This design comes from an exercise in tuning for small area, a short achievable clock period and few clock cycles per item on the open sky130 flow, not from production work. The RTL was checked by simulation tests, not by an equivalence proof against the original design. No activity file was given, so power comes from the tool's default toggle rates.

<file path="config.mk">
export PLATFORM = sky130hd
export DESIGN_NAME = alu_pipe
export DESIGN_NICKNAME = alu_pipe
export VERILOG_FILES = /design/flow/design.v
export SDC_FILE = /design/flow/constraint.sdc
export NUM_CORES = 4
export LEC_CHECK = 0
export CAP_MARGIN = 20
export CORE_MARGIN = 2
export CORE_UTILIZATION = 40
export SETUP_SLACK_MARGIN = 4.6
export SLEW_MARGIN = 20
export SYNTH_HIERARCHICAL = 1
export TNS_END_PERCENT = 3
</file>
<file path="constraint.sdc">
create_clock -name core_clock -period 7.5 [get_ports {clk}]
set_input_delay 1.5000 -clock core_clock [delete_from_list [all_inputs] [get_ports {clk}]]
set_output_delay 1.5000 -clock core_clock [all_outputs]
set_load 0.01 [all_outputs]
</file>
<file path="design.v">
module alu_pipe #(
    parameter int OPERANDSIZE = 64
) (
    input  logic                   clk,
    input  logic                   rst,
    input  logic                   inValid,
    output logic                   inReady,
    input  logic [OPERANDSIZE-1:0] a,
    input  logic [OPERANDSIZE-1:0] b,
    input  logic [11:0]            operationSelect,
    output logic                   outValid,
    input  logic                   outReady,
    output logic [OPERANDSIZE-1:0] q,
    output logic                   zero,
    output logic                   carry,
    output logic                   overflow,
    output logic                   illegal
);
    logic [63:0] a_r;
    logic [63:0] b_r;
    logic        v1_r;
    logic        op_addsub_r;    
    logic        op_sub_r;       
    logic        op_xor_r, op_and_r, op_or_r;
    logic        op_sll_r, op_srl_r, op_sra_r;
    logic        op_slt_r, op_sltu_r;
    logic        op_mul_r, op_ill_r;
    logic [5:0]  rot_r;          
    logic [5:0]  sh_r;           
    logic [3:0]  cnt_r;          
    logic [3:0]  one_r, two_r, neg_r;
    logic [3:0]  onen_r, twon_r, negn_r;    
    logic [55:0] acc_s_r;
    logic [55:0] acc_c_r;
    logic [7:0]  lx_r, ly_r;
    logic        ln_r;
    logic [1:0]  ci_r;
    logic [63:0] q0_r;
    logic        z0_r, c0_r, o0_r, i0_r, v0_r;
    logic        vs_r;           
    logic        load_s, ex_done_s, enq_s, deq_s, mul_step_s;
    logic        op_sub_in_s;
    logic        in_ready_r;     
    logic        load_n_r;       
    logic        ben_n_r;        
    logic        op_pg_in_s;
    logic [63:0] x_in_s, n_in_s, m_in_s;
    logic        op_sh_in_s;
    logic [5:0]  rot_amt_in_s;
    logic [63:0] rot_in_s;
    assign op_sub_in_s = (operationSelect == 12'd4) || (operationSelect == 12'd8) || (operationSelect == 12'd9);
    assign op_pg_in_s  = (operationSelect <= 12'd4) || (operationSelect == 12'd8) || (operationSelect == 12'd9);
    assign x_in_s      = a ^ b;
    assign op_sh_in_s  = (operationSelect == 12'd5) || (operationSelect == 12'd6) || (operationSelect == 12'd7);
    assign rot_amt_in_s = (operationSelect == 12'd5) ? (6'd0 - b[5:0]) : b[5:0];
    always_comb begin
        case (rot_amt_in_s[1:0])
            2'd0:    rot_in_s = a;
            2'd1:    rot_in_s = {a[0],   a[63:1]};
            2'd2:    rot_in_s = {a[1:0], a[63:2]};
            default: rot_in_s = {a[2:0], a[63:3]};
        endcase
    end
    assign n_in_s      = a & b;
    assign m_in_s      = a & ~b;
    assign mul_step_s = v1_r && op_mul_r && !cnt_r[3] && !vs_r;
    assign ex_done_s  = v1_r && (!op_mul_r || cnt_r[3]);
    assign enq_s      = ex_done_s && !vs_r;
    assign load_s     = !load_n_r;       
    assign deq_s      = v0_r && outReady;
    assign inReady    = in_ready_r;
    logic skid_load_s;
    assign skid_load_s = enq_s && v0_r && !deq_s;
    function automatic logic [11:0] booth_enc(input logic [7:0] bb, input logic bm);
        logic [3:0] one, two, neg;
        logic [8:0] x;
        x = {bb, bm};
        for (int t = 0; t < 4; t++) begin
            one[t] = x[2*t+1] ^ x[2*t];
            two[t] = (x[2*t+2] & !x[2*t+1] & !x[2*t]) | (!x[2*t+2] & x[2*t+1] & x[2*t]);
            neg[t] = x[2*t+2] & !(x[2*t+1] & x[2*t]);    
        end
        booth_enc = {neg, two, one};
    endfunction
    logic [63:0] pp [4];
    logic [63:0] an [4];
    logic [63:0] sel1 [4];
    logic [63:0] sel2 [4];
    logic [63:0] r0, r1, r2, r3, sv, cv;
    logic [63:0] s1, c1, s2, c2, s3, c3, xs, ys;
    logic [9:0]  low_s;
    always_comb begin
        for (int t = 0; t < 4; t++) begin
            an[t] = {a_r[63:32] ^ {32{!negn_r[t]}}, a_r[31:0] ^ {32{neg_r[t]}}};
            sel1[t] = {{32{!onen_r[t]}}, {32{one_r[t]}}};
            sel2[t] = {{32{!twon_r[t]}}, {32{two_r[t]}}};
            pp[t] = ((sel1[t] & an[t]) | (sel2[t] & {an[t][62:0], neg_r[t]})) << (2 * t);
        end
        sv = {8'b0, acc_s_r};
        cv = {8'b0, acc_c_r};
        r0 = pp[0];
        r1 = pp[1] | {63'b0, neg_r[0]};
        r2 = pp[2] | {61'b0, neg_r[1], 2'b0};
        r3 = pp[3] | {59'b0, neg_r[2], 4'b0};
        s1 = sv ^ cv ^ r0;
        c1 = ((sv & cv) | (sv & r0) | (cv & r0)) << 1;
        s2 = r1 ^ r2 ^ r3;
        c2 = ((r1 & r2) | (r1 & r3) | (r2 & r3)) << 1;
        s3 = s1 ^ c1 ^ s2;
        c3 = ((s1 & c1) | (s1 & s2) | (c1 & s2)) << 1;
        xs = s3 ^ c3 ^ c2;
        ys = ((s3 & c3) | (s3 & c2) | (c3 & c2)) << 1;
        low_s = {2'b0, lx_r} + {2'b0, ly_r} + {3'b0, ln_r, 6'b0} + {8'b0, ci_r};
    end
    assign pg_p[0] = a_r;
    assign pg_g[0] = {b_r[63:1], b_r[0] | (a_r[0] & op_sub_r)};
    for (genvar l = 0; l < 7; l++) begin : g_ks
        alu_pipe_ks_level #(
            .SHIFT (l == 0 ? 1 : (l == 6 ? 1 : (1 << l))),
            .PARITY(l == 6 ? 0 : 1)
        ) u_lvl (
            .g_i(pg_g[l]), .p_i(pg_p[l]), .g_o(pg_g[l+1]), .p_o(pg_p[l+1])
        );
    end
    logic [63:0] pg_p [8];
    logic [63:0] pg_g [8];
    logic [64:0] sum_s;
    logic        ovf_s;
    logic        zadd_s;
    logic [63:0] rot3, rot4, rot5, rot6;
    logic [63:0] therm_s;
    logic [63:0] shl_s, shr_s;
    logic [63:0] oth_s, lgc_s, keep_s;
    logic        zsh_s, zmul_s, slt_s, slt_e_s;
    logic [63:0] res_s;
    logic        rz_s, rc_s, ro_s, ri_s;
    always_comb begin
        sum_s[0] = a_r[0] ^ op_sub_r;
        for (int i = 1; i < 64; i++) begin
            sum_s[i] = a_r[i] ^ pg_g[7][i-1];
        end
        sum_s[64] = pg_g[7][63];
        ovf_s = !a_r[63] && (pg_g[7][62] != b_r[63]);
        zadd_s = (a_r[0] == op_sub_r);
        for (int i = 1; i < 64; i++) begin
            zadd_s = zadd_s & (a_r[i] == (a_r[i-1] | b_r[i-1]));
        end
        rot3  = rot_r[2] ? {b_r[3:0],   b_r[63:4]}  : b_r;
        rot4  = rot_r[3] ? {rot3[7:0],  rot3[63:8]} : rot3;
        rot5  = rot_r[4] ? {rot4[15:0], rot4[63:16]} : rot4;
        rot6  = rot_r[5] ? {rot5[31:0], rot5[63:32]} : rot5;
        for (int i = 0; i < 64; i++) begin
            therm_s[i] = (6'(i) >= sh_r);
        end
        for (int i = 0; i < 64; i++) begin
            shl_s[i] = rot6[i] & therm_s[i];
            shr_s[i] = therm_s[63-i] ? rot6[i] : (op_sra_r & a_r[63]);
        end
        lgc_s = ({64{op_xor_r}}    & a_r)
              | ({64{op_and_r}}    & b_r)
              | ({64{op_or_r}}     & (a_r | b_r));
        slt_e_s  = op_slt_r & !a_r[63] & b_r[63];
        slt_s    = slt_e_s
                 | (op_slt_r & a_r[63] & !pg_g[7][62])
                 | (op_sltu_r & !pg_g[7][63]);
        for (int i = 0; i < 64; i++) begin
            keep_s[i] = op_sll_r ? therm_s[63-i] : therm_s[i];
        end
        zsh_s = ((a_r & keep_s) == 64'd0);
        zmul_s = (b_r[63:8] == 56'd0) && (low_s[7:0] == 8'd0);
        oth_s = lgc_s
              | {63'b0, slt_s}
              | ({64{op_mul_r}}    & {low_s[7:0], b_r[63:8]})
              | ({64{op_sll_r}}    & shl_s)
              | ({64{op_srl_r | op_sra_r}} & shr_s);
        res_s = op_addsub_r ? sum_s[63:0] : oth_s;
        rz_s  = (op_addsub_r & zadd_s)
              | ((op_sll_r | op_srl_r | op_sra_r) & zsh_s)
              | (op_mul_r & zmul_s)
              | ((op_xor_r | op_and_r | op_or_r) & (lgc_s == 64'd0))
              | op_ill_r
              | (op_slt_r & !a_r[63] & !b_r[63])
              | (op_slt_r & a_r[63] & pg_g[7][62])
              | (op_sltu_r & pg_g[7][63]);
        rc_s  = op_addsub_r & sum_s[64];
        ro_s  = op_addsub_r & ovf_s;
        ri_s  = op_ill_r;
    end
    always_ff @(posedge clk) begin
        if (load_s) begin
            a_r         <= op_pg_in_s ? (op_sub_in_s ? ~x_in_s : x_in_s) : a;
            op_addsub_r <= (operationSelect == 12'd0) || (operationSelect == 12'd4);
            op_sub_r    <= op_sub_in_s;
            op_xor_r    <= (operationSelect == 12'd1);
            op_and_r    <= (operationSelect == 12'd2);
            op_or_r     <= (operationSelect == 12'd3);
            op_sll_r    <= (operationSelect == 12'd5);
            op_srl_r    <= (operationSelect == 12'd6);
            op_sra_r    <= (operationSelect == 12'd7);
            op_slt_r    <= (operationSelect == 12'd8);
            op_sltu_r   <= (operationSelect == 12'd9);
            op_mul_r    <= (operationSelect == 12'd10);
            op_ill_r    <= (operationSelect > 12'd10);
            rot_r       <= rot_amt_in_s;
            sh_r        <= b[5:0];
        end
    end
    always_ff @(posedge clk) begin
        if (!ben_n_r) begin
            if (load_s) begin
                b_r <= op_pg_in_s ? (op_sub_in_s ? m_in_s : n_in_s)
                     : op_sh_in_s ? rot_in_s : b;
                {neg_r, two_r, one_r}    <= booth_enc(b[7:0], 1'b0);
                {negn_r, twon_r, onen_r} <= ~booth_enc(b[7:0], 1'b0);
            end else begin
                b_r <= {low_s[7:0], b_r[63:8]};
                {neg_r, two_r, one_r}    <= booth_enc(b_r[15:8], b_r[7]);
                {negn_r, twon_r, onen_r} <= ~booth_enc(b_r[15:8], b_r[7]);
            end
        end
    end
    always_ff @(posedge clk) begin
        if (!(vs_r && !deq_s)) begin
            if (mul_step_s) begin
                acc_s_r <= xs[63:8];
                acc_c_r <= ys[63:8];
            end else if (skid_load_s) begin
                acc_s_r <= res_s[55:0];
                acc_c_r <= {44'b0, res_s[63:56], rz_s, rc_s, ro_s, ri_s};
            end else begin
                acc_s_r <= 56'b0;
                acc_c_r <= 56'b0;
            end
        end
        if (mul_step_s) begin
            lx_r    <= xs[7:0];
            ly_r    <= ys[7:0];
            ln_r    <= neg_r[3];
        end else if (!(v1_r && op_mul_r && !enq_s)) begin
            lx_r    <= 8'b0;
            ly_r    <= 8'b0;
            ln_r    <= 1'b0;
        end
        if (mul_step_s && cnt_r != 4'd0) begin
            ci_r <= low_s[9:8];
        end else if (!(v1_r && op_mul_r && !enq_s)) begin
            ci_r <= 2'b0;
        end
    end
    logic v1_n_s, mul_n_s, cnt3_n_s, vs_n_s;
    always_comb begin
        v1_n_s   = load_s ? inValid : v1_r;
        mul_n_s  = load_s ? (operationSelect == 12'd10) : op_mul_r;
        cnt3_n_s = !load_s && (cnt_r[3] || (mul_step_s && cnt_r[2:0] == 3'd7));
        vs_n_s   = vs_r ? !deq_s : skid_load_s;
    end
    always_ff @(posedge clk) begin
        if (rst) begin
            in_ready_r <= 1'b1;
            load_n_r   <= 1'b0;
            ben_n_r    <= 1'b0;
        end else begin
            in_ready_r <= !v1_n_s || ((!mul_n_s || cnt3_n_s) && !vs_n_s);
            load_n_r   <= !(!v1_n_s || ((!mul_n_s || cnt3_n_s) && !vs_n_s));
            ben_n_r    <= !(!v1_n_s || ((!mul_n_s || cnt3_n_s) && !vs_n_s)
                            || (v1_n_s && mul_n_s && !cnt3_n_s && !vs_n_s));
        end
    end
    always_ff @(posedge clk) begin
        if (rst) begin
            v1_r  <= 1'b0;
            cnt_r <= 4'd0;
        end else if (load_s) begin
            v1_r  <= inValid;
            cnt_r <= 4'd0;
        end else if (mul_step_s) begin
            cnt_r <= cnt_r + 4'd1;
        end
    end
    always_ff @(posedge clk) begin
        if (rst) begin
            v0_r <= 1'b0;
            vs_r <= 1'b0;
        end else begin
            if (!v0_r || deq_s) begin
                v0_r <= vs_r || enq_s;
            end
            if (vs_r) begin
                vs_r <= !deq_s;
            end else begin
                vs_r <= skid_load_s;
            end
        end
    end
    always_ff @(posedge clk) begin
        if (!v0_r || deq_s) begin
            {q0_r, z0_r, c0_r, o0_r, i0_r} <=
                  ({68{vs_r}}                 & {acc_c_r[11:4], acc_s_r, acc_c_r[3:0]})
                | ({68{!vs_r &  op_addsub_r}} & {sum_s[63:0], rz_s, rc_s, ro_s, ri_s})
                | ({68{!vs_r & !op_addsub_r}} & {oth_s, rz_s, rc_s, ro_s, ri_s});
        end
    end
    assign outValid = v0_r;
    assign q        = q0_r;
    assign zero     = z0_r;
    assign carry    = c0_r;
    assign overflow = o0_r;
    assign illegal  = i0_r;
endmodule
module alu_pipe_ks_level #(
    parameter int SHIFT  = 1,
    parameter int PARITY = 1
) (
    input  logic [63:0] g_i,
    input  logic [63:0] p_i,
    output logic [63:0] g_o,
    output logic [63:0] p_o
);
    always_comb begin
        for (int i = 0; i < 64; i++) begin
            if (i >= SHIFT && (i % 2) == PARITY) begin
                g_o[i] = g_i[i] | (p_i[i] & g_i[i - SHIFT]);
                p_o[i] = p_i[i] & p_i[i - SHIFT];
            end else begin
                g_o[i] = g_i[i];
                p_o[i] = p_i[i];
            end
        end
    end
endmodule
</file>
<file path="run.sh">
#!/bin/bash
# synth_recipe.tcl (not shown) runs the flow's synth.tcl, then flattens the netlist and writes it again
# the make line also repeats each setting of config.mk as NAME=value (left out here)
make -C /OpenROAD-flow-scripts/flow DESIGN_CONFIG=/design/flow/config.mk WORK_HOME=/design/flow/orfs CLKGATE_MAP_FILE= SYNTH_SCRIPT=/design/flow/synth_recipe.tcl finish
</file>
==> results.cfg, run 1 <==
[grt]
grt_pass1_wl_um = 330000
overflow = 0
grt_max_degree = 133
grt_usage_pct = 40.35
grt_pass1_vias = 40890
grt_antenna_before_repair = 25

[min_path]
hp-start = cnt_r[2]$_SDFFE_PP0P_
hp-class = register to register
hold_path_end = cnt_r[2]$_SDFFE_PP0P_
holdPathStages = 2

[setup_path]
r2r_end = q0_r[59]$_DFFE_PP_
slowest_stage = a21o_1
cp_cell_sequence = buf_4, and2_2, and2_1, and2_1, a21o_1, a21o_1, a21o_1, a21o_1, xnor2_1, a32o_1, o21ai_1
worstPathArrival_ns = 4.15
worstSetupPathType = register to register
critPathMaxStageDelay_ns = 0.54
crit_path_max_fanout = 20
r2r_start = a_r[2]$_DFFE_PN_
critPathTopFamily = compound AO/OA/AOI/OAI gates
critical_path.startpoint_type = register
end_kind = register
critPathMostFrequentCell = a21o_1
crit_required_ns = 7.90
timing.critical_path.buf_inv = 1
rrSetupSlack_ns = 3.74
reg2regPathDepth = 11

[timing]
fmax_ghz = 0.2663
fin_crit_ns = 3.755
rsz0062_at_grt = true
relSlewSlack_pct = 16.57
layout_setup_ws_ns = 3.745
drv_slew = 0
fin_tns_setup_ns = 0
fin_worst_skew_ns = 0.06476
final_hold_viol_count = 0
tightestPinTransition_ns = 1.243
setup_viol = 0
fin_crit_sh_pct = 50.07

[power_and_ir_drop]
switching_share_pct = 39.39
ir_drop_mv = 0.1785
p_leak_nw = 20.27
finalPower_mw = 8.740
p_int_mw = 5.297
p_comb_share_pct = 41.7
clkPwrFrac_pct = 29.6
switchingPower_mw = 3.443
p_per_area_mw_per_mm2 = 172.2
pwr-share-seq_pct = 28.6

[layout]
regArea_mm2 = 0.01134
fin_area_mm2 = 0.05075
layout_common_cells = 432 x nand2_1, 370 x edfxtp_1, 348 x inv_1
drive_above_1_share_pct = 15.83
num-fill-cells = 10760
multi_input_area_mm2 = 0.02797
final_common_cell = nand2_1
fin_nets = 5212
area_delta_synth_final_pct = 12.44

[logic_synthesis]
syn_avg_cell_area_um2 = 8.859
syn_inst = 5095
synth_nets = 5513
netlist_area_mm2 = 0.04514
ys_warn_count = 26

[routing]
drc = 0
num_vias = 44180
route.met2.wl_um = 96410
met1_length_um = 88700
dr_wl_met3_um = 34570
highest_layer = met5
wirelength_um = 243100
wl_per_cell_um = 38.25
drt-initial-drc-count = 7576
firstDrtPassIters = 19
avgViaCountPerCell = 6.952
ant_nets = 0

[floorplanning]
start_util_pct = 40.23
core_mm2 = 0.1122
io_pins = 214
num_rows = 123
die_width_um = 339.9
die_h_um = 339.9
die_area_mm2 = 0.1155

[clock_network]
ctsHoldBuffers = 0
cts_buffers = 49
clock_latency_ns = 0.72
cts_sinks = 381
clk_pin_slew_ns = 0.07
tritoncts = yes
htreeDepth = 2
cts_buffer_depth = 3
clk_root_buffer_cell = clkbuf_16

[place]
port_buffers = 213
place_hpwl_um = 160600
place_ws_ns = 2.714
dpl_cell_area_mm2 = 0.04566
place_congestion = 1.120

[outcome]
status = timing/DRC/antenna clean

[flow_run]
cap_violations = 0
## registers in the layout, indices dropped and copies added (netlist names), 6 cells and up
name,flops
acc_s_r,56
sh_r,6
lx_r,8
a_r,64
acc_c_r,56
ly_r,6
q0_r,64
b_r,64
## routing by layer
layer	track usage, %	vias to the layer above
met5	1.062	-
met1	49.93	21760
met2	55.55	3832
met4	29.44	20
met3	17.31	1132
li1	-	17430
## metrics by stage
step	util (%)	cells	hold slack [ns]
final	45.24	6355	0.5061
after global routing	45.19	6333	0.5165
after CTS	44.30	6284	0.5057
after detailed placement	40.70	6067	0.4844
after global placement	40.70	6067	0.4811
after floorplan	-	5095	0.4637
## cell type report
type | count | share of cell area (%)
Timing Repair Buffer | 581 | 12.66
Inverter | 363 | 2.761
Multi-Input combinational cell | 3417 | 55.11
Tap cell | 1500 | 3.698
Clock inverter | 27 | 0.7839
Sequential cell | 381 | 22.34
Antenna cell | 23 | 0.1134
Clock buffer | 62 | 2.512
Timing Repair inverter | 1 | 0.01479
## tightest hold or removal path, cell delays in order (launching register included)
cell and delay, ns:
dfxtp_1 0.33, nand2_1 0.07, a21oi_1 0.06
## power by group through the flow
| stage | Clock (mW) | Sequential [mW] | Combinational (mW) |
|---|---|---|---|
| after floorplan | 0 | 2.53 | 2.15 |
| after global placement | 0 | 2.58 | 3.16 |
| after detailed placement | 0 | 2.58 | 3.17 |
| after CTS | 2.59 | 2.50 | 3.42 |
| after global routing | 2.66 | 2.51 | 3.84 |
| final | 2.59 | 2.50 | 3.65 |
## how the worst max path moves through the flow
stage / startpoint / end / cells past startpoint
2_1_floorplan: operationSelect[10] / b_r[58]$_DFFE_PN_ / 10
3_3_place_gp: b[0] / b_r[23]$_DFFE_PN_ / 10
3_5_place_dp: b[0] / b_r[23]$_DFFE_PN_ / 10
4_1_cts: a_r[0]$_DFFE_PN_ / z0_r$_DFFE_PP_ / 15
5_1_grt: lx_r[1]$_SDFFCE_PN0P_ / z0_r$_DFFE_PP_ / 12
6_report: a_r[2]$_DFFE_PN_ / q0_r[59]$_DFFE_PP_ / 11
## timing repair
item	4_1_cts	5_1_grt
resized for setup	276	143
hold endpoints to repair	0	0
setup endpoints to repair	446	434
pin swaps	44	18
buffers inserted	111	35
cloned	17	13
Testbench counts, summed over its fixed seeds: cycles 27,408, items 16,000.
==> run 2: changes to the inputs <==
--- a/config.mk
+++ b/config.mk
@@ -5,6 +5,7 @@
 export SDC_FILE = /design/flow/constraint.sdc
 export NUM_CORES = 4
 export LEC_CHECK = 0
+export ABC_AREA = 1
 export CAP_MARGIN = 20
 export CORE_MARGIN = 2
 export CORE_UTILIZATION = 40
==> run 2 against run 1 <==
Maximum frequency increased by 9.9%; sequential power increased by 3%; sequential cell count unchanged; sequential share of layout area decreased by 1.1 points; final area increased by 5.2%; critical path depth decreased by 1; non-clock buffer count decreased by 18; via count increased by 15%; global-route usage increased by 4.1 points; total power increased by 14%; setup slack improved by 0.34 ns; critical path type unchanged.
==> results.cfg, run 2 <==
[clock_network]
tritoncts = yes
clk_root_buffer_cell = clkbuf_16
cts_sinks = 381
clock_latency_ns = 0.68
ctsHoldBuffers = 0
clk_pin_slew_ns = 0.06
htreeDepth = 2
cts_buffers = 50
cts_buffer_depth = 3

[layout]
layout_common_cells = 1871 x nand2_1, 1153 x inv_1, 411 x o21ai_0
num-fill-cells = 12210
area_delta_synth_final_pct = 11.55
postLayoutCoreUtil_pct = 45.10
drive_above_1_share_pct = 9.745
final_common_cell = nand2_1
multi_input_area_mm2 = 0.02799
regArea_mm2 = 0.01133
fin_nets = 7357

[setup_path]
critPathTopFamily = simple AND/OR/NAND/NOR gates
crit_required_ns = 8.04
r2r_end = q0_r[3]$_DFFE_PP_
critPathMaxStageDelay_ns = 0.66
startpoint = b_r[35]$_DFFE_PN_
cp_cell_sequence = inv_1, o21ai_0, o21ai_0, mux2i_1, nand2_1, o21ai_1, nand3_1, nand4_1, nand2_1, nand2_1
crit_end = q0_r[3]$_DFFE_PP_
rrSetupSlack_ns = 4.08
critical_path.startpoint_type = register
critPathMostFrequentCell = nand2_1
worstSetupPathType = register to register
reg2regPathDepth = 10
slowest_stage = edfxtp_1
timing.critical_path.buf_inv = 1
crit_path_max_fanout = 5
end_kind = register
r2r_start = b_r[35]$_DFFE_PN_
critical_path_depth = 10
worstPathArrival_ns = 3.96

[grt]
grt_antenna_before_repair = 30
grt_usage_pct = 44.47
grt_pass1_wl_um = 378300
grt_max_degree = 127
grt_pass1_vias = 46830
overflow = 0

[timing]
fmax_ghz = 0.2927
fin_crit_sh_pct = 45.56
relSlewSlack_pct = 17.12
drv_slew = 0
tightestPinTransition_ns = 1.235
final_hold_viol_count = 0
fin_worst_skew_ns = 0.05015
setup_viol = 0
fin_crit_ns = 3.417
rsz0062_at_grt = true
fin_tns_setup_ns = 0
holdWs_ns = 0.5106

[floorplanning]
num_rows = 126
die_width_um = 349.9
io_pins = 214
start_util_pct = 40.43
die_area_mm2 = 0.1225
core_mm2 = 0.1184
die_h_um = 349.9

[logic_synthesis]
syn_inst = 7159
synth_nets = 7577
netlist_area_mm2 = 0.04787
ys_warn_count = 26
syn_avg_cell_area_um2 = 6.686

[routing]
met1_length_um = 104700
wl_per_cell_um = 32.46
route.met2.wl_um = 111400
ant_nets = 0
drt-initial-drc-count = 8080
avgViaCountPerCell = 5.905
drc = 0
num_vias = 50750
firstDrtPassIters = 8
dr_wl_met3_um = 37870
highest_layer = met5
wirelength_um = 279000

[place]
place_congestion = 1.155
port_buffers = 213
place_hpwl_um = 204600

[power_and_ir_drop]
ir_drop_mv = 0.1755
pwr-share-seq_pct = 25.9
switchingPower_mw = 4.466
p_int_mw = 5.467
finalPower_mw = 9.933
clkPwrFrac_pct = 24.7
p_comb_share_pct = 49.4
p_leak_nw = 26.10
switching_share_pct = 44.96
p_per_area_mw_per_mm2 = 186.0

[min_path]
hp-class = register to register

[flow_run]
cap_violations = 0

[outcome]
status = timing/DRC/antenna clean
## run 2: how the worst min path moves through the flow
stage	start	endpoint	slack (ns)	cells after the start
6_report	cnt_r[1]$_SDFFE_PP0P_	cnt_r[1]$_SDFFE_PP0P_	0.51	2
3_3_place_gp	cnt_r[1]$_SDFFE_PP0P_	cnt_r[1]$_SDFFE_PP0P_	0.48	2
4_1_cts	cnt_r[1]$_SDFFE_PP0P_	cnt_r[1]$_SDFFE_PP0P_	0.51	2
5_1_grt	cnt_r[1]$_SDFFE_PP0P_	cnt_r[1]$_SDFFE_PP0P_	0.53	2
2_1_floorplan	cnt_r[1]$_SDFFE_PP0P_	cnt_r[1]$_SDFFE_PP0P_	0.46	2
3_5_place_dp	cnt_r[1]$_SDFFE_PP0P_	cnt_r[1]$_SDFFE_PP0P_	0.50	2
## run 2: final cells by class
cell class | instances | area share, %
repair inverters | 3 | 0.04686
clock inverters | 30 | 0.4616
flip-flops and latches | 381 | 21.22
diodes | 16 | 0.07498
multi-input cells | 4740 | 52.42
repair buffers | 563 | 10.86
clock buffers | 61 | 2.460
well taps | 1600 | 3.749
inverters | 1200 | 8.700
## run 2: worst min-delay path: stages, from the launching register on
cell,delay (ns)
dfxtp_1,0.32
inv_1,0.08
a21oi_1,0.07
## run 2: power groups by stage
stage / clock [mW] / sequential (mW) / combinational, mW
floorplan: 0 / 2.60 / 2.89
global placement: 0 / 2.71 / 4.26
detailed placement: 0 / 2.71 / 4.29
CTS: 2.46 / 2.61 / 4.46
global route: 2.53 / 2.58 / 5.24
finish: 2.45 / 2.57 / 4.91
## run 2: per-stage QoR
stage	worst slack [ns]	area, µm²	std cells
finish	4.083	53400	8594
global route	4.216	53360	8580
CTS	4.132	51220	8474
detailed placement	2.372	48420	8302
global placement	2.412	48420	8302
floorplan	4.002	47900	7159
## run 2: layer usage
metal  GRT usage [%]  vias to the layer above
met2           62.78                     3813
met3           16.07                      924
met4           31.37                       20
met5               0                        -
li1                -                    21860
met1           55.98                    24140
## run 2: what timing repair did
item	in CTS	in global routing
setup endpoints to repair	456	415
pin swaps	17	43
buffers inserted	70	94
gates resized for setup	150	302
cloned	11	6
==> run 3: changes to the inputs <==
--- a/config.mk
+++ b/config.mk
@@ -12,4 +12,4 @@
 export SETUP_SLACK_MARGIN = 4.6
 export SLEW_MARGIN = 20
 export SYNTH_HIERARCHICAL = 1
-export TNS_END_PERCENT = 3
+export TNS_END_PERCENT = 1
==> run 3 against run 2 <==
Non-clock buffer count down 24; total power down 0.51%; final area down 0.82%; worst hold slack better by 0.0032 ns; synthesized area unchanged; clock power about the same; sequential share of layout area up 0.18 points; clock skew down 0.0051 ns; core utilization down 0.37 points; combinational power down 1%; critical endpoint unchanged; highest routed layer unchanged.
==> results.cfg, run 3 <==
[outcome]
status = timing/DRC/antenna clean

[floorplanning]
num_rows = 126
core_mm2 = 0.1184
die_h_um = 349.9
io_pins = 214
start_util_pct = 40.43
die_area_mm2 = 0.1225
die_width_um = 349.9

[layout]
multi_input_area_mm2 = 0.02785
final_common_cell = nand2_1
fin_nets = 7333
drive_above_1_share_pct = 9.261
fin_area_mm2 = 0.05296
num-fill-cells = 12240
layout_common_cells = 1877 x nand2_1, 1149 x inv_1, 416 x o21ai_0
area_delta_synth_final_pct = 10.64
regArea_mm2 = 0.01133

[logic_synthesis]
netlist_area_mm2 = 0.04787
syn_avg_cell_area_um2 = 6.686
syn_inst = 7159
ys_warn_count = 26
synth_nets = 7577

[grt]
grt_usage_pct = 44.46
grt_max_degree = 127
overflow = 0
grt_pass1_wl_um = 378400
grt_antenna_before_repair = 25
grt_pass1_vias = 46830

[clock_network]
cts_sinks = 381
tritoncts = yes
htreeDepth = 2
cts_buffer_depth = 3
clock_latency_ns = 0.68
clk_root_buffer_cell = clkbuf_16
ctsHoldBuffers = 0
clk_pin_slew_ns = 0.06
cts_buffers = 50

[timing]
setup_viol = 0
drv_slew = 0
fin_worst_skew_ns = 0.04504
fmax_ghz = 0.2948
relSlewSlack_pct = 19.55
fin_crit_ns = 3.393
fin_tns_setup_ns = 0
final_hold_viol_count = 0
rsz0062_at_grt = true
fin_crit_sh_pct = 45.23
tightestPinTransition_ns = 1.194

[power_and_ir_drop]
p_leak_nw = 25.89
ir_drop_mv = 0.1756
p_comb_share_pct = 49.1
p_int_mw = 5.438
pwr-share-seq_pct = 26.1
finalPower_mw = 9.883
clkPwrFrac_pct = 24.8
switchingPower_mw = 4.445
p_per_area_mw_per_mm2 = 186.6
switching_share_pct = 44.98

[place]
dpl_cell_area_mm2 = 0.04842
place_congestion = 1.155
place_hpwl_um = 204600
port_buffers = 213

[setup_path]
critical_path.startpoint_type = register
worstSetupPathType = register to register
critPathMaxStageDelay_ns = 0.56
cp_cell_sequence = clkbuf_16, inv_6, nand2_1, nand3_1, o21ai_0, mux2i_1, nand2_1, o21ai_1, nand3_1, nand4_1, nand2_1, nand2_1
end_kind = register
crit_required_ns = 8.04
slowest_stage = mux2i_1
critPathMostFrequentCell = nand2_1
crit_path_max_fanout = 44
worstPathArrival_ns = 3.93

[routing]
drt-initial-drc-count = 7872
ant_nets = 0
drc = 0
avgViaCountPerCell = 5.933
firstDrtPassIters = 9
num_vias = 50860
wirelength_um = 278500
wl_per_cell_um = 32.49

[min_path]
hp-class = register to register

[flow_run]
cap_violations = 0
==> run 3: layer usage <==
metal | part of all wire [%] | GRT usage, % | vias to the layer above
met4 | 8.9 | 31.73 | 16
met3 | 13 | 16.10 | 922
met1 | 38 | 56.07 | 24300
li1 | - | - | 21800
met5 | 0.039 | 0 | -
met2 | 40 | 62.43 | 3826
==> run 3: stage by stage <==
stage	std cells	setup slack (ns)	hold WS (ns)	util, %
2_1_floorplan	7159	4.002	0.4641	-
3_3_place_gp	8302	2.412	0.4824	40.89
3_5_place_dp	8302	2.372	0.4967	40.89
4_1_cts	8474	4.132	0.5053	43.26
5_1_grt	8554	4.230	0.5277	44.69
6_report	8572	4.107	0.5138	44.73
==> run 3: cell type report <==
class	instances	share of cell area [%]
diodes	18	0.08505
repair buffers	539	10.40
clock inverters	30	0.4654
well taps	1600	3.780
multi-input cells	4740	52.59
repair inverters	3	0.04725
inverters	1200	8.753
clock buffers	61	2.481
flip-flops and latches	381	21.40
==> run 3: worst paths after layout <==
| path | cells past startpoint | slack (ns) | endpoint | startpoint |
|---|---|---|---|---|
| setup / recovery | 12 | 4.11 | q0_r[3]$_DFFE_PP_ | rot_r[2]$_DFFE_PN_ |
| hold / removal | 2 | 0.51 | cnt_r[1]$_SDFFE_PP0P_ | cnt_r[1]$_SDFFE_PP0P_ |
| setup reg to reg | 12 | 4.11 | q0_r[3]$_DFFE_PP_ | rot_r[2]$_DFFE_PN_ |
| hold reg to reg | 2 | 0.51 | cnt_r[1]$_SDFFE_PP0P_ | cnt_r[1]$_SDFFE_PP0P_ |
==> run 3: repair_timing <==
item / 4_1_cts / 5_1_grt
gates cloned: 11 / 5
endpoints found under the setup margin: 456 / 430
resized for setup: 135 / 256
setup buffers: 70 / 72
hold endpoints to repair: 0 / 0
pin swaps: 16 / 39
==> run 3: worst max-delay path, delay by kind of cell (launching register included) <==
kind	cells	cell delay, ns
AO/OA/AOI/OAI	2	0.44
buffers and inverters	2	0.58
flip-flops	1	0.44
multiplexers	1	0.56
AND/OR/NAND/NOR	7	1.12
==> run 3: power by group through the flow <==
stage               clock network [mW]  registers [mW]  logic, mW
global route                      2.54            2.59       5.19
CTS                               2.46            2.61       4.45
detailed placement                   0            2.71       4.29
floorplan                            0            2.60       2.89
global placement                     0            2.71       4.26
finish                            2.45            2.58       4.85
==> run 4: changes to the inputs <==
--- a/config.mk
+++ b/config.mk
@@ -9,7 +9,7 @@
 export CAP_MARGIN = 20
 export CORE_MARGIN = 2
 export CORE_UTILIZATION = 40
-export SETUP_SLACK_MARGIN = 4.6
+export SETUP_SLACK_MARGIN = 4.4
 export SLEW_MARGIN = 20
 export SYNTH_HIERARCHICAL = 1
 export TNS_END_PERCENT = 1
==> run 4 against run 3 <==
Clock skew about the same; total power decreased by 0.92%; setup slack got worse by 0.082 ns; final area decreased by 1.6%; critical endpoint is now q0_r[57]$_DFFE_PP_; largest cell class unchanged; largest power group unchanged.
==> results.cfg, run 4 <==
[clock_network]
ctsHoldBuffers = 0
cts_buffers = 50
cts_sinks = 381
clk_pin_slew_ns = 0.06
clock_latency_ns = 0.68
htreeDepth = 2
cts_buffer_depth = 3
tritoncts = yes
clk_root_buffer_cell = clkbuf_16

[power_and_ir_drop]
switching_share_pct = 45.02
p_comb_share_pct = 48.4
switchingPower_mw = 4.409
p_per_area_mw_per_mm2 = 187.9
pwr-share-seq_pct = 26.5
finalPower_mw = 9.792
ir_drop_mv = 0.1730
p_int_mw = 5.383
clkPwrFrac_pct = 25.1
p_leak_nw = 25.55

[setup_path]
timing.critical_path.buf_inv = 1
crit_required_ns = 8.04
slowest_stage = edfxtp_1
worstPathArrival_ns = 4.01
end_kind = register
cp_cell_sequence = inv_1, o21ai_1, o21ai_0, mux2i_1, o21ai_0, o21ai_2, nand3_1, nand2_1
critPathMostFrequentCell = o21ai_0
critical_path.startpoint_type = register
worstSetupPathType = register to register
critPathTopFamily = compound AO/OA/AOI/OAI gates
critPathMaxStageDelay_ns = 0.78
rrSetupSlack_ns = 4.03
crit_path_max_fanout = 5

[timing]
drv_slew = 0
relSlewSlack_pct = 19.70
fin_tns_setup_ns = 0
fin_crit_ns = 3.475
rsz0062_at_grt = true
setup_viol = 0
tightestPinTransition_ns = 1.197
final_hold_viol_count = 0
fin_crit_sh_pct = 46.33
fin_worst_skew_ns = 0.04542
fmax_ghz = 0.2878

[place]
place_hpwl_um = 204600
dpl_cell_area_mm2 = 0.04842
dp_cells = 8302
port_buffers = 213
place_congestion = 1.155

[floorplanning]
io_pins = 214
num_rows = 126
die_width_um = 349.9
start_util_pct = 40.43
core_mm2 = 0.1184
die_area_mm2 = 0.1225
die_h_um = 349.9

[grt]
overflow = 0
grt_pass1_vias = 46710
grt_pass1_wl_um = 376300
grt_usage_pct = 44.20
grt_max_degree = 127
grt_antenna_before_repair = 28

[logic_synthesis]
syn_avg_cell_area_um2 = 6.686
ys_warn_count = 26
netlist_area_mm2 = 0.04787
synth_nets = 7577
syn_inst = 7159

[routing]
num_vias = 50370
drc = 0
ant_nets = 0
avgViaCountPerCell = 5.907
wl_per_cell_um = 32.46
firstDrtPassIters = 9
wirelength_um = 276800
drt-initial-drc-count = 7781

[layout]
fin_nets = 7287
drive_above_1_share_pct = 7.774
postLayoutCoreUtil_pct = 44.00
num-fill-cells = 12330
final_common_cell = nand2_1
layout_common_cells = 1903 x nand2_1, 1162 x inv_1, 422 x o21ai_0
finalNonFillerCells = 8528
area_delta_synth_final_pct = 8.835
fin_area_mm2 = 0.05210

[outcome]
status = timing/DRC/antenna clean

[flow_run]
cap_violations = 0

[min_path]
hp-class = register to register
==> run 4: cell type report <==
class	instances	area (µm²)	area share, %
timing repair buffer	493	4883	9.374
antenna	20	50.05	0.09607
multi-input combinational	4740	27650	53.06
clock buffer	61	1314	2.522
clock inverter	30	246.5	0.4731
inverter	1200	4598	8.826
sequential	381	11330	21.75
tap	1600	2002	3.843
timing repair inverter	3	25.02	0.04803
==> run 4: worst register-to-register path: stages (launching register included) <==
cell and delay (ns):
edfxtp_1 0.78, inv_1 0.39, o21ai_1 0.54, o21ai_0 0.21, mux2i_1 0.46, o21ai_0 0.19
o21ai_2 0.44, nand3_1 0.24, nand2_1 0.10
==> run 4: routing by layer <==
layer / GRT usage (%) / up-vias / wire length (µm)
li1: - / 21730 / -
met1: 55.90 / 23980 / 105100
met2: 61.98 / 3726 / 109800
met3: 15.69 / 917 / 36270
met4: 31.86 / 20 / 25490
met5: 0 / - / 117
==> run 4: repair_timing <==
action	CTS	global route
resized for setup	115	151
endpoints found under the setup margin	366	368
pin swaps	14	12
cloned	8	3
setup buffers	63	39
==> run 4: per-stage QoR <==
stage,setup slack (ns),hold WS [ns]
6_report,4.025,0.5027
5_1_grt,4.185,0.5277
4_1_cts,4.132,0.5053
3_5_place_dp,2.372,0.4967
3_3_place_gp,2.412,0.4824
2_1_floorplan,4.002,0.4641
==> run 4: power by group through the flow <==
stage               Combinational (mW)  Sequential (mW)  Clock (mW)
floorplan                         2.89             2.60           0
global placement                  4.26             2.71           0
detailed placement                4.29             2.71           0
CTS                               4.45             2.61        2.46
global route                      5.09             2.60        2.54
finish                            4.74             2.59        2.46
==> run 4: final timing paths <==
| path | startpoint | to | cells past startpoint |
|---|---|---|---|
| hold reg to reg | cnt_r[1]$_SDFFE_PP0P_ | cnt_r[1]$_SDFFE_PP0P_ | 2 |
| hold / removal | cnt_r[1]$_SDFFE_PP0P_ | cnt_r[1]$_SDFFE_PP0P_ | 2 |
| setup reg to reg | b_r[25]$_DFFE_PN_ | q0_r[57]$_DFFE_PP_ | 8 |
| setup / recovery | b_r[25]$_DFFE_PN_ | q0_r[57]$_DFFE_PP_ | 8 |

-- port drivers added, routing unchanged --
The flow's constraints put no driver on any port. The routed layouts listed below were extracted and timed again, unchanged, in two steps.
Step 1, drivers: a clkbuf_16 drives clk and a buf_2 each remaining input, both assumed.
Step 2, shift: input delay + t, output delay - t, t = (earliest + latest rising clock arrival at the registers) / 2. This alone moves slack from input paths to output paths.
a / b / c = ideal / step 1 / step 2; a / b = the first two.
run	t, ns	slack for setup (ns)	worst setup path at the end	pins driven straight from the clock port
run 1	0.767	3.745 / 3.745 / 3.470	input to register	1
run 2	0.730	4.083 / 4.083 / 3.674	input to register	1
run 3	0.736	4.107 / 4.107 / 3.695	input to register	1
run 4	0.734	4.025 / 4.025 / 3.589	input to register	1
After both steps setup and hold are still met in every run listed. The setup slack of run 4, which loses most, moves by 0.000 ns with the drivers and by -0.436 ns with both steps.
